Background: an optimization exercise with open tools, aiming at small area, a short achievable clock period and few clock cycles per item. Do not read the settings as production practice.
At most, simulation tests tie the RTL to the original design; equivalence was not proved.
No activity file was given, so power comes from the tool's default toggle rates.

Setup of main:
==> flow/design.v <==
package srct_pkg;
    localparam int SLOTS = 8;
    localparam int IDX_W = (SLOTS > 1) ? $clog2(SLOTS) : 1;
    localparam logic KIND_CHECK   = 1'b0;
    localparam logic KIND_RESTORE = 1'b1;
endpackage
module session_replay_counter_table (
    input  logic        i_clk,
    input  logic        i_rst_n,
    input  logic        i_in_valid,
    output logic        o_in_ready,
    input  logic        i_in_kind,
    input  logic [31:0] i_in_sess,
    input  logic [31:0] i_in_counter,
    output logic        o_out_valid,
    input  logic        i_out_ready,
    output logic        o_out_accepted
);
    localparam int SLOTS = srct_pkg::SLOTS;
    localparam int CW    = 4;         
    localparam int NB    = 32 / CW;   
    logic [SLOTS-1:0] r_valid;
    logic [31:0]      r_sess [SLOTS];
    logic [31:0]      r_ctr  [SLOTS];
    logic             r_v1;
    logic             r_kind1;
    logic [31:0]      r_sess1;
    logic [31:0]      r_c1;
    logic             r_v2;       
    logic [SLOTS-1:0] r_hit2;     
    logic             r_kind2;
    logic             r_cnz2;     
    logic [31:0]      r_c2;       
    logic             r_v3;
    logic [SLOTS-1:0] r_sel3;     
    logic             r_any3;     
    logic             r_force3;   
    logic [31:0]      r_c3;
    logic [NB-1:0]    r_gb3;      
    logic [NB-1:0]    r_eb3;      
    logic [NB-1:0]    r_gf3;      
    logic [NB-1:0]    r_ef3;      
    logic             r_same3;    
    logic             r_wr4;      
    logic [2:0]       r_qcnt;
    logic [4:0]       r_qacc;
    logic             r_ovalid;   
    logic             r_ready;
    logic [2:0]       r_occ;      
    logic [SLOTS-1:0] w_used1;
    logic [SLOTS-1:0] w_hit1;
    logic [SLOTS-1:0] w_free1;
    logic             w_seen1;
    logic             w_take;
    logic             w_any_hit2;
    logic [SLOTS-1:0] w_free2;
    logic             w_seen2;
    logic             w_alloc2;
    logic [SLOTS-1:0] w_new2;     
    logic [31:0]      w_hctr;
    logic [NB-1:0]    w_gb;
    logic [NB-1:0]    w_eb;
    logic [NB-1:0]    w_gf;
    logic [NB-1:0]    w_ef;
    logic [NB-1:0]    w_g3;
    logic [NB-1:0]    w_e3;
    logic             w_gt;
    logic             w_wr3;
    logic             w_acc3;
    logic             w_pop;
    function automatic logic [1:0] cmpc(input logic [CW-1:0] a, input logic [CW-1:0] b);
        logic [CW-1:0] g;
        logic [CW-1:0] l;
        g = a & ~b;
        l = ~a & b;
        for (int w = 1; w < CW; w = w * 2) begin
            for (int k = 0; k < CW; k = k + 2 * w) begin
                g[k] = g[k + w] | (~l[k + w] & g[k]);
                l[k] = l[k + w] | (~g[k + w] & l[k]);
            end
        end
        cmpc = {g[0], !(g[0] || l[0])};
    endfunction
    assign w_take = i_in_valid && r_ready;
    always_comb begin
        w_seen2 = 1'b0;
        for (int i = 0; i < SLOTS; i++) begin
            w_free2[i] = !r_valid[i] && !w_seen2;
            w_seen2    = w_seen2 || !r_valid[i];
        end
        w_any_hit2 = |r_hit2;
        w_alloc2   = r_v2 && r_cnz2 && !w_any_hit2 && w_seen2;
        w_new2     = w_free2 & {SLOTS{w_alloc2}};
    end
    always_comb begin
        w_used1 = r_valid | w_new2;
        w_seen1 = 1'b0;
        for (int i = 0; i < SLOTS; i++) begin
            w_hit1[i]  = w_used1[i] && (r_sess[i] == r_sess1);
            w_free1[i] = !w_used1[i] && !w_seen1;
            w_seen1    = w_seen1 || !w_used1[i];
        end
    end
    always_comb begin
        w_hctr = '0;
        for (int i = 0; i < SLOTS; i++)
            if (r_hit2[i]) w_hctr = w_hctr | r_ctr[i];
        for (int b = 0; b < NB; b++) begin
            {w_gb[b], w_eb[b]} = cmpc(r_c2[CW*b +: CW], w_hctr[CW*b +: CW]);
            {w_gf[b], w_ef[b]} = cmpc(r_c2[CW*b +: CW], r_c3[CW*b +: CW]);
        end
    end
    always_comb begin
        if (r_same3 && r_wr4) begin
            w_g3 = r_gf3;
            w_e3 = r_ef3;
        end else begin
            w_g3 = r_gb3;
            w_e3 = r_eb3;
        end
        w_gt = w_g3[0];
        for (int b = 1; b < NB; b++)
            w_gt = w_g3[b] || (w_e3[b] && w_gt);
        w_wr3  = r_force3 || w_gt;
        w_acc3 = r_any3 && w_wr3;
    end
    always_ff @(posedge i_clk) begin
        for (int i = 0; i < SLOTS; i++) begin
            if (w_free1[i])         r_sess[i] <= r_sess1;
            if (r_sel3[i] && w_wr3) r_ctr[i]  <= r_c3;
        end
        r_kind1  <= i_in_kind;
        r_sess1  <= i_in_sess;
        r_c1     <= i_in_counter;
        r_kind2  <= r_kind1;
        r_cnz2   <= (r_c1 != 32'd0);
        r_c2     <= r_c1;
        r_c3     <= r_c2;
        r_force3 <= w_alloc2 || (r_kind2 && r_cnz2);
        r_gb3    <= w_gb;
        r_eb3    <= w_eb;
        r_gf3    <= w_gf;
        r_ef3    <= w_ef;
        r_same3  <= |(r_hit2 & r_sel3);
        r_wr4    <= w_wr3;
    end
    logic [4:0] n_qacc;
    logic [2:0] n_qcnt;
    always_comb begin
        n_qacc = r_qacc;
        n_qcnt = r_qcnt;
        if (w_pop) begin
            n_qacc = {1'b0, r_qacc[4:1]};
            n_qcnt = n_qcnt - 3'd1;
        end
        if (r_v3) begin
            n_qacc[n_qcnt] = w_acc3;
            n_qcnt         = n_qcnt + 3'd1;
        end
    end
    assign w_pop = r_ovalid && i_out_ready;
    always_ff @(posedge i_clk) begin
        if (!i_rst_n) begin
            r_valid  <= '0;
            r_v1     <= 1'b0;
            r_v2     <= 1'b0;
            r_hit2   <= '0;
            r_v3     <= 1'b0;
            r_sel3   <= '0;
            r_any3   <= 1'b0;
            r_qcnt   <= 3'd0;
            r_ovalid <= 1'b0;
            r_ready  <= 1'b1;
            r_occ    <= 3'd0;
        end else begin
            r_valid  <= r_valid | w_new2;
            r_v1     <= w_take;
            r_v2     <= r_v1;
            r_hit2   <= w_hit1 & {SLOTS{r_v1}};
            r_v3     <= r_v2;
            r_sel3   <= r_hit2 | w_new2;
            r_any3   <= w_any_hit2 || w_alloc2;
            r_qcnt   <= n_qcnt;
            r_ovalid <= (n_qcnt != 3'd0);
            if (w_take && !w_pop) begin
                r_occ   <= r_occ + 3'd1;
                r_ready <= (r_occ < 3'd4);
            end else if (!w_take && w_pop) begin
                r_occ   <= r_occ - 3'd1;
                r_ready <= 1'b1;
            end else begin
                r_ready <= (r_occ < 3'd5);
            end
        end
        r_qacc <= n_qacc;
    end
    assign o_in_ready     = r_ready;
    assign o_out_valid    = r_ovalid;
    assign o_out_accepted = r_qacc[0];
endmodule
Settings: LEC_CHECK=0, CAP_MARGIN=20, CORE_MARGIN=2, CORE_UTILIZATION=70, CTS_CLUSTER_DIAMETER=80, CTS_CLUSTER_SIZE=20, SETUP_SLACK_MARGIN=3.4, SLEW_MARGIN=20; clock period 6.0 ns.
run.sh (not shown) runs the stock make flow with config.mk's settings and CLKGATE_MAP_FILE= SYNTH_SCRIPT=/design/flow/synth_recipe.tcl, a recipe that flattens the netlist after the stock synthesis.
> inputs changed (main -> the feature branch)
--- a/flow/design.v
+++ b/flow/design.v
@@ -17,7 +17,7 @@
     output logic        o_out_accepted
 );
     localparam int SLOTS = srct_pkg::SLOTS;
-    localparam int CW    = 4;         
+    localparam int CW    = 8;         
     localparam int NB    = 32 / CW;   
     logic [SLOTS-1:0] r_valid;
     logic [31:0]      r_sess [SLOTS];
==> comparison <==
Changes observed in the feature branch relative to main: detailed placer's ending HPWL lost 280 um, area of all placed cells without fillers lost 2.2%, met3 routing resource usage after global routing picked up an extra 1.5 points, clock sink count lost 2.2%, core footprint lost about 1.9%.
Die area in the feature branch is 0.83% lower than in main
| power | the feature branch vs main | better |
No run of this note included a check of the RTL's function; only the layout flow was run.

========
## delta
session_replay_counter_table, a different RTL version from the one above (not shown whole).
For scale: ~1600 cells after synthesis, about 26000 um2 of cells after synthesis.
==> flow/design.v (excerpt) <==
module session_replay_counter_table (
    input  logic        i_clk,
    input  logic        i_rst_n,
    input  logic        i_in_valid,
    output logic        o_in_ready,
    input  logic        i_in_kind,
    input  logic [31:0] i_in_sess,
    input  logic [31:0] i_in_counter,
    output logic        o_out_valid,
    input  logic        i_out_ready,
    output logic        o_out_accepted
);
    localparam int SLOTS = srct_pkg::SLOTS;
    localparam int NB    = 4;   
    logic [SLOTS-1:0] r_valid;
    logic [31:0]      r_sess [SLOTS];
    logic [31:0]      r_ctr  [SLOTS];
    logic             r_v1;
    logic             r_kind1;
    logic [31:0]      r_sess1;
    logic [31:0]      r_c1;
    logic             r_v2;       
    logic [SLOTS-1:0] r_sel2;     
    logic             r_any2;     
    logic             r_force2;   
    logic [31:0]      r_c2;       
    logic             r_v3;
    logic [SLOTS-1:0] r_sel3;
    logic             r_any3;
    logic             r_force3;
    logic [31:0]      r_c3;
    logic [NB-1:0]    r_gb3;      
    logic [NB-1:0]    r_eb3;      
    logic [NB-1:0]    r_gf3;      
    logic [NB-1:0]    r_ef3;      
    logic             r_same3;    
    logic             r_wr4;      
    logic [2:0]       r_qcnt;
    logic [4:0]       r_qacc;
    logic             r_ovalid;   
    logic             r_ready;
    logic [2:0]       r_occ;      
    logic [SLOTS-1:0] w_hit;
    logic [SLOTS-1:0] w_first_free;
    logic [SLOTS-1:0] w_sel;
    logic             w_any_hit;
    logic             w_seen_free;
    logic             w_cnz;
    logic             w_take;
    logic             w_alloc;
    logic [31:0]      w_hctr;
    logic [NB-1:0]    w_gb;
  ...
==> module session_replay_counter_table, before the edit <==
module session_replay_counter_table (
    input  logic        i_clk,
    input  logic        i_rst_n,
    input  logic        i_in_valid,
    output logic        o_in_ready,
    input  logic        i_in_kind,
    input  logic [31:0] i_in_sess,
    input  logic [31:0] i_in_counter,
    output logic        o_out_valid,
    input  logic        i_out_ready,
    output logic        o_out_accepted
);
    localparam int SLOTS = srct_pkg::SLOTS;
    localparam int NB    = 4;   
    logic [SLOTS-1:0] r_valid;
    logic [31:0]      r_sess [SLOTS];
    logic [31:0]      r_ctr  [SLOTS];
    logic             r_v1;
    logic             r_kind1;
    logic [31:0]      r_sess1;
    logic [31:0]      r_c1;
    logic             r_v2;       
    logic [SLOTS-1:0] r_sel2;     
    logic             r_any2;     
    logic             r_force2;   
    logic [31:0]      r_c2;       
    logic             r_v3;
    logic [SLOTS-1:0] r_sel3;
    logic             r_any3;
    logic             r_force3;
    logic [31:0]      r_c3;
    logic [NB-1:0]    r_gb3;      
    logic [NB-1:0]    r_eb3;      
    logic [NB-1:0]    r_gf3;      
    logic [NB-1:0]    r_ef3;      
    logic             r_same3;    
    logic             r_wr4;      
    logic [2:0]       r_qcnt;
    logic [4:0]       r_qacc;
    logic             r_ovalid;   
    logic             r_ready;
    logic [2:0]       r_occ;      
    logic [SLOTS-1:0] w_hit;
    logic [SLOTS-1:0] w_first_free;
    logic [SLOTS-1:0] w_sel;
    logic             w_any_hit;
    logic             w_seen_free;
    logic             w_cnz;
    logic             w_take;
    logic             w_alloc;
    logic [31:0]      w_hctr;
    logic [NB-1:0]    w_gb;
    logic [NB-1:0]    w_eb;
    logic [NB-1:0]    w_gf;
    logic [NB-1:0]    w_ef;
    logic [NB-1:0]    w_g3;
    logic [NB-1:0]    w_e3;
    logic             w_gt;
    logic             w_wr3;
    logic             w_acc3;
    logic             w_pop;
    assign w_take = i_in_valid && r_ready;
    assign w_cnz  = (r_c1 != 32'd0);
    always_comb begin
        w_seen_free = 1'b0;
        for (int i = 0; i < SLOTS; i++) begin
            w_hit[i]        = r_valid[i] && (r_sess[i] == r_sess1);
            w_first_free[i] = !r_valid[i] && !w_seen_free;
            w_seen_free     = w_seen_free || !r_valid[i];
        end
        w_any_hit = |w_hit;
        w_alloc   = w_cnz && !w_any_hit && w_seen_free;
        w_sel     = w_any_hit ? w_hit : (w_first_free & {SLOTS{w_alloc}});
    end
    function automatic logic [1:0] cmp8(input logic [7:0] a, input logic [7:0] b);
        logic [7:0] g;
        logic [7:0] l;
        g = a & ~b;
        l = ~a & b;
        for (int w = 1; w < 8; w = w * 2) begin
            for (int k = 0; k < 8; k = k + 2 * w) begin
                g[k] = g[k + w] | (~l[k + w] & g[k]);
                l[k] = l[k + w] | (~g[k + w] & l[k]);
            end
        end
        cmp8 = {g[0], !(g[0] || l[0])};
    endfunction
    always_comb begin
        w_hctr = '0;
        for (int i = 0; i < SLOTS; i++)
            if (r_sel2[i]) w_hctr = w_hctr | r_ctr[i];
        for (int b = 0; b < NB; b++) begin
            {w_gb[b], w_eb[b]} = cmp8(r_c2[8*b +: 8], w_hctr[8*b +: 8]);
            {w_gf[b], w_ef[b]} = cmp8(r_c2[8*b +: 8], r_c3[8*b +: 8]);
        end
    end
    always_comb begin
        if (r_same3 && r_wr4) begin
            w_g3 = r_gf3;
            w_e3 = r_ef3;
        end else begin
            w_g3 = r_gb3;
            w_e3 = r_eb3;
        end
        w_gt = w_g3[3] ||
               (w_e3[3] && (w_g3[2] ||
                            (w_e3[2] && (w_g3[1] ||
                                         (w_e3[1] && w_g3[0])))));
        w_wr3  = r_force3 || w_gt;
        w_acc3 = r_any3 && w_wr3;
    end
    always_ff @(posedge i_clk) begin
        for (int i = 0; i < SLOTS; i++) begin
            if (w_first_free[i])           r_sess[i] <= r_sess1;
            if (r_sel3[i] && w_wr3)        r_ctr[i]  <= r_c3;
        end
        r_kind1  <= i_in_kind;
        r_sess1  <= i_in_sess;
        r_c1     <= i_in_counter;
        r_c2     <= r_c1;
        r_force2 <= w_alloc || (r_kind1 && w_cnz);
        r_c3     <= r_c2;
        r_force3 <= r_force2;
        r_gb3    <= w_gb;
        r_eb3    <= w_eb;
        r_gf3    <= w_gf;
        r_ef3    <= w_ef;
        r_same3  <= |(r_sel2 & r_sel3);
        r_wr4    <= w_wr3;
    end
    logic [4:0] n_qacc;
    logic [2:0] n_qcnt;
    always_comb begin
        n_qacc = r_qacc;
        n_qcnt = r_qcnt;
        if (w_pop) begin
            n_qacc = {1'b0, r_qacc[4:1]};
            n_qcnt = n_qcnt - 3'd1;
        end
        if (r_v3) begin
            n_qacc[n_qcnt] = w_acc3;
            n_qcnt              = n_qcnt + 3'd1;
        end
    end
    assign w_pop = r_ovalid && i_out_ready;
    always_ff @(posedge i_clk) begin
        if (!i_rst_n) begin
            r_valid  <= '0;
            r_v1     <= 1'b0;
            r_v2     <= 1'b0;
            r_sel2   <= '0;
            r_any2   <= 1'b0;
            r_v3     <= 1'b0;
            r_sel3   <= '0;
            r_any3   <= 1'b0;
            r_qcnt   <= 3'd0;
            r_ovalid <= 1'b0;
            r_ready  <= 1'b1;
            r_occ    <= 3'd0;
        end else begin
            r_valid  <= r_valid | (w_first_free & {SLOTS{r_v1 && w_alloc}});
            r_v1     <= w_take;
            r_v2     <= r_v1;
            r_sel2   <= w_sel & {SLOTS{r_v1}};
            r_any2   <= r_v1 && (w_any_hit || w_alloc);
            r_v3     <= r_v2;
            r_sel3   <= r_sel2;
            r_any3   <= r_any2;
            r_qcnt   <= n_qcnt;
            r_ovalid <= (n_qcnt != 3'd0);
            if (w_take && !w_pop) begin
                r_occ   <= r_occ + 3'd1;
                r_ready <= (r_occ < 3'd4);
            end else if (!w_take && w_pop) begin
                r_occ   <= r_occ - 3'd1;
                r_ready <= 1'b1;
            end else begin
                r_ready <= (r_occ < 3'd5);
            end
        end
        r_qacc <= n_qacc;
    end
    assign o_in_ready     = r_ready;
    assign o_out_valid    = r_ovalid;
    assign o_out_accepted = r_qacc[0];
endmodule
make LEC_CHECK=0 CAP_MARGIN=20 CORE_MARGIN=2 CORE_UTILIZATION=60 CTS_CLUSTER_DIAMETER=80 CTS_CLUSTER_SIZE=20 SETUP_SLACK_MARGIN=3.4 SLEW_MARGIN=20 finish   # period 6.0 ns
Testbench counts of delta, summed over its fixed seeds: cycles 3,232, items 3,200.
Relative to delta, the following input files were edited for epsilon:
==> flow/design.v, changed modules only <==
module session_replay_counter_table (
    input  logic        i_clk,
    input  logic        i_rst_n,
    input  logic        i_in_valid,
    output logic        o_in_ready,
    input  logic        i_in_kind,
    input  logic [31:0] i_in_sess,
    input  logic [31:0] i_in_counter,
    output logic        o_out_valid,
    input  logic        i_out_ready,
    output logic        o_out_accepted
);
    localparam int SLOTS = srct_pkg::SLOTS;
    localparam int NB    = 4;   
    logic [SLOTS-1:0] r_valid;
    logic [31:0]      r_sess [SLOTS];
    logic [31:0]      r_ctr  [SLOTS];
    logic             r_v2;       
    logic [SLOTS-1:0] r_sel2;     
    logic             r_any2;     
    logic             r_force2;   
    logic [31:0]      r_c2;       
    logic             r_v3;
    logic [SLOTS-1:0] r_sel3;
    logic             r_any3;
    logic             r_force3;
    logic [31:0]      r_c3;
    logic [NB-1:0]    r_gb3;      
    logic [NB-1:0]    r_eb3;      
    logic [NB-1:0]    r_gf3;      
    logic [NB-1:0]    r_ef3;      
    logic             r_same3;    
    logic             r_wr4;      
    logic [2:0]       r_qcnt;
    logic [3:0]       r_qacc;
    logic             r_ovalid;   
    logic             r_ready;
    logic [2:0]       r_occ;      
    logic [SLOTS-1:0] w_hit;
    logic [SLOTS-1:0] w_first_free;
    logic [SLOTS-1:0] w_sel;
    logic             w_any_hit;
    logic             w_seen_free;
    logic             w_cnz;
    logic             w_take;
    logic             w_alloc;
    logic [31:0]      w_hctr;
    logic [NB-1:0]    w_gb;
    logic [NB-1:0]    w_eb;
    logic [NB-1:0]    w_gf;
    logic [NB-1:0]    w_ef;
    logic [NB-1:0]    w_g3;
    logic [NB-1:0]    w_e3;
    logic             w_gt;
    logic             w_wr3;
    logic             w_acc3;
    logic             w_pop;
    assign w_take = i_in_valid && r_ready;
    assign w_cnz  = (i_in_counter != 32'd0);
    always_comb begin
        w_seen_free = 1'b0;
        for (int i = 0; i < SLOTS; i++) begin
            w_hit[i]        = r_valid[i] && (r_sess[i] == i_in_sess);
            w_first_free[i] = !r_valid[i] && !w_seen_free;
            w_seen_free     = w_seen_free || !r_valid[i];
        end
        w_any_hit = |w_hit;
        w_alloc   = w_cnz && !w_any_hit && w_seen_free;
        w_sel     = w_any_hit ? w_hit : (w_first_free & {SLOTS{w_alloc}});
    end
    function automatic logic [1:0] cmp8(input logic [7:0] a, input logic [7:0] b);
        logic [7:0] g;
        logic [7:0] l;
        g = a & ~b;
        l = ~a & b;
        for (int w = 1; w < 8; w = w * 2) begin
            for (int k = 0; k < 8; k = k + 2 * w) begin
                g[k] = g[k + w] | (~l[k + w] & g[k]);
                l[k] = l[k + w] | (~g[k + w] & l[k]);
            end
        end
        cmp8 = {g[0], !(g[0] || l[0])};
    endfunction
    always_comb begin
        w_hctr = '0;
        for (int i = 0; i < SLOTS; i++)
            if (r_sel2[i]) w_hctr = w_hctr | r_ctr[i];
        for (int b = 0; b < NB; b++) begin
            {w_gb[b], w_eb[b]} = cmp8(r_c2[8*b +: 8], w_hctr[8*b +: 8]);
            {w_gf[b], w_ef[b]} = cmp8(r_c2[8*b +: 8], r_c3[8*b +: 8]);
        end
    end
    always_comb begin
        if (r_same3 && r_wr4) begin
            w_g3 = r_gf3;
            w_e3 = r_ef3;
        end else begin
            w_g3 = r_gb3;
            w_e3 = r_eb3;
        end
        w_gt = w_g3[3] ||
               (w_e3[3] && (w_g3[2] ||
                            (w_e3[2] && (w_g3[1] ||
                                         (w_e3[1] && w_g3[0])))));
        w_wr3  = r_force3 || w_gt;
        w_acc3 = r_any3 && w_wr3;
    end
    always_ff @(posedge i_clk) begin
        for (int i = 0; i < SLOTS; i++) begin
            if (w_first_free[i])           r_sess[i] <= i_in_sess;
            if (r_sel3[i] && w_wr3)        r_ctr[i]  <= r_c3;
        end
        r_c2     <= i_in_counter;
        r_force2 <= w_alloc || (i_in_kind && w_cnz);
        r_c3     <= r_c2;
        r_force3 <= r_force2;
        r_gb3    <= w_gb;
        r_eb3    <= w_eb;
        r_gf3    <= w_gf;
        r_ef3    <= w_ef;
        r_same3  <= |(r_sel2 & r_sel3);
        r_wr4    <= w_wr3;
    end
    logic [3:0] n_qacc;
    logic [2:0] n_qcnt;
    always_comb begin
        n_qacc = r_qacc;
        n_qcnt = r_qcnt;
        if (w_pop) begin
            n_qacc = {1'b0, r_qacc[3:1]};
            n_qcnt = n_qcnt - 3'd1;
        end
        if (r_v3) begin
            n_qacc[n_qcnt[1:0]] = w_acc3;
            n_qcnt              = n_qcnt + 3'd1;
        end
    end
    assign w_pop = r_ovalid && i_out_ready;
    always_ff @(posedge i_clk) begin
        if (!i_rst_n) begin
            r_valid  <= '0;
            r_v2     <= 1'b0;
            r_sel2   <= '0;
            r_any2   <= 1'b0;
            r_v3     <= 1'b0;
            r_sel3   <= '0;
            r_any3   <= 1'b0;
            r_qcnt   <= 3'd0;
            r_ovalid <= 1'b0;
            r_ready  <= 1'b1;
            r_occ    <= 3'd0;
        end else begin
            r_valid  <= r_valid | (w_first_free & {SLOTS{w_take && w_alloc}});
            r_v2     <= w_take;
            r_sel2   <= w_sel & {SLOTS{w_take}};
            r_any2   <= w_take && (w_any_hit || w_alloc);
            r_v3     <= r_v2;
            r_sel3   <= r_sel2;
            r_any3   <= r_any2;
            r_qcnt   <= n_qcnt;
            r_ovalid <= (n_qcnt != 3'd0);
            if (w_take && !w_pop) begin
                r_occ   <= r_occ + 3'd1;
                r_ready <= (r_occ < 3'd3);
            end else if (!w_take && w_pop) begin
                r_occ   <= r_occ - 3'd1;
                r_ready <= 1'b1;
            end else begin
                r_ready <= (r_occ < 3'd4);
            end
        end
        r_qacc <= n_qacc;
    end
    assign o_in_ready     = r_ready;
    assign o_out_valid    = r_ovalid;
    assign o_out_accepted = r_qacc[0];
endmodule
==> results.txt <==
- Looking at the reports, delta completed the entire flow and the layout it produced met the timing, DRC and antenna checks.
- Per the final summary, epsilon finished and its layout is clean on timing, DRC and antenna.
- Fraction of power consumed by sequential logic for epsilon: 3.7 points down relative to delta
- Final area on epsilon is behind delta.
- Delta (epsilon minus delta): number of nets in the layout picked up an extra 61, power of the clock network dropped about 3%, detail-routed via count per cell picked up an extra 0.34, maximum ir drop on the vdd rail +about 11%.
- Delta(width of the die, epsilon - delta) < 0
- Data arrival at the endpoint of the critical path: epsilon vs delta up 0.17 ns
Function not checked in epsilon: the RTL went through the layout flow alone.

==> port drivers added, routing unchanged <==
The flow's constraints put no driver on any port. The routed layouts listed below were extracted and timed again, unchanged, in two steps. Step 1 assumes that a clkbuf_16 drives the clock port and a buf_2 every other input. Step 2 times the ports against the registers' clock, not the clock port: input delays grow and output delays shrink by t, the midpoint of the rising clock arrivals with the driver on. Three values: ideal, step 1, step 2; two values: the first two.
run	shift t [ns]	setup slack, ns	worst slew at a driven data input, ns
main	0.634	3.390 / 3.390 / 2.838	0.04
the feature branch	0.627	3.299 / 3.299 / 2.852	0.05
delta	0.632	3.335 / 3.335 / 2.917	0.04
epsilon	0.633	3.196 / 3.218 / 2.585	0.08
After both steps setup and hold are still met in every run listed. The setup slack of epsilon, which loses most, moves by +0.022 ns with the drivers and by -0.611 ns with both steps.
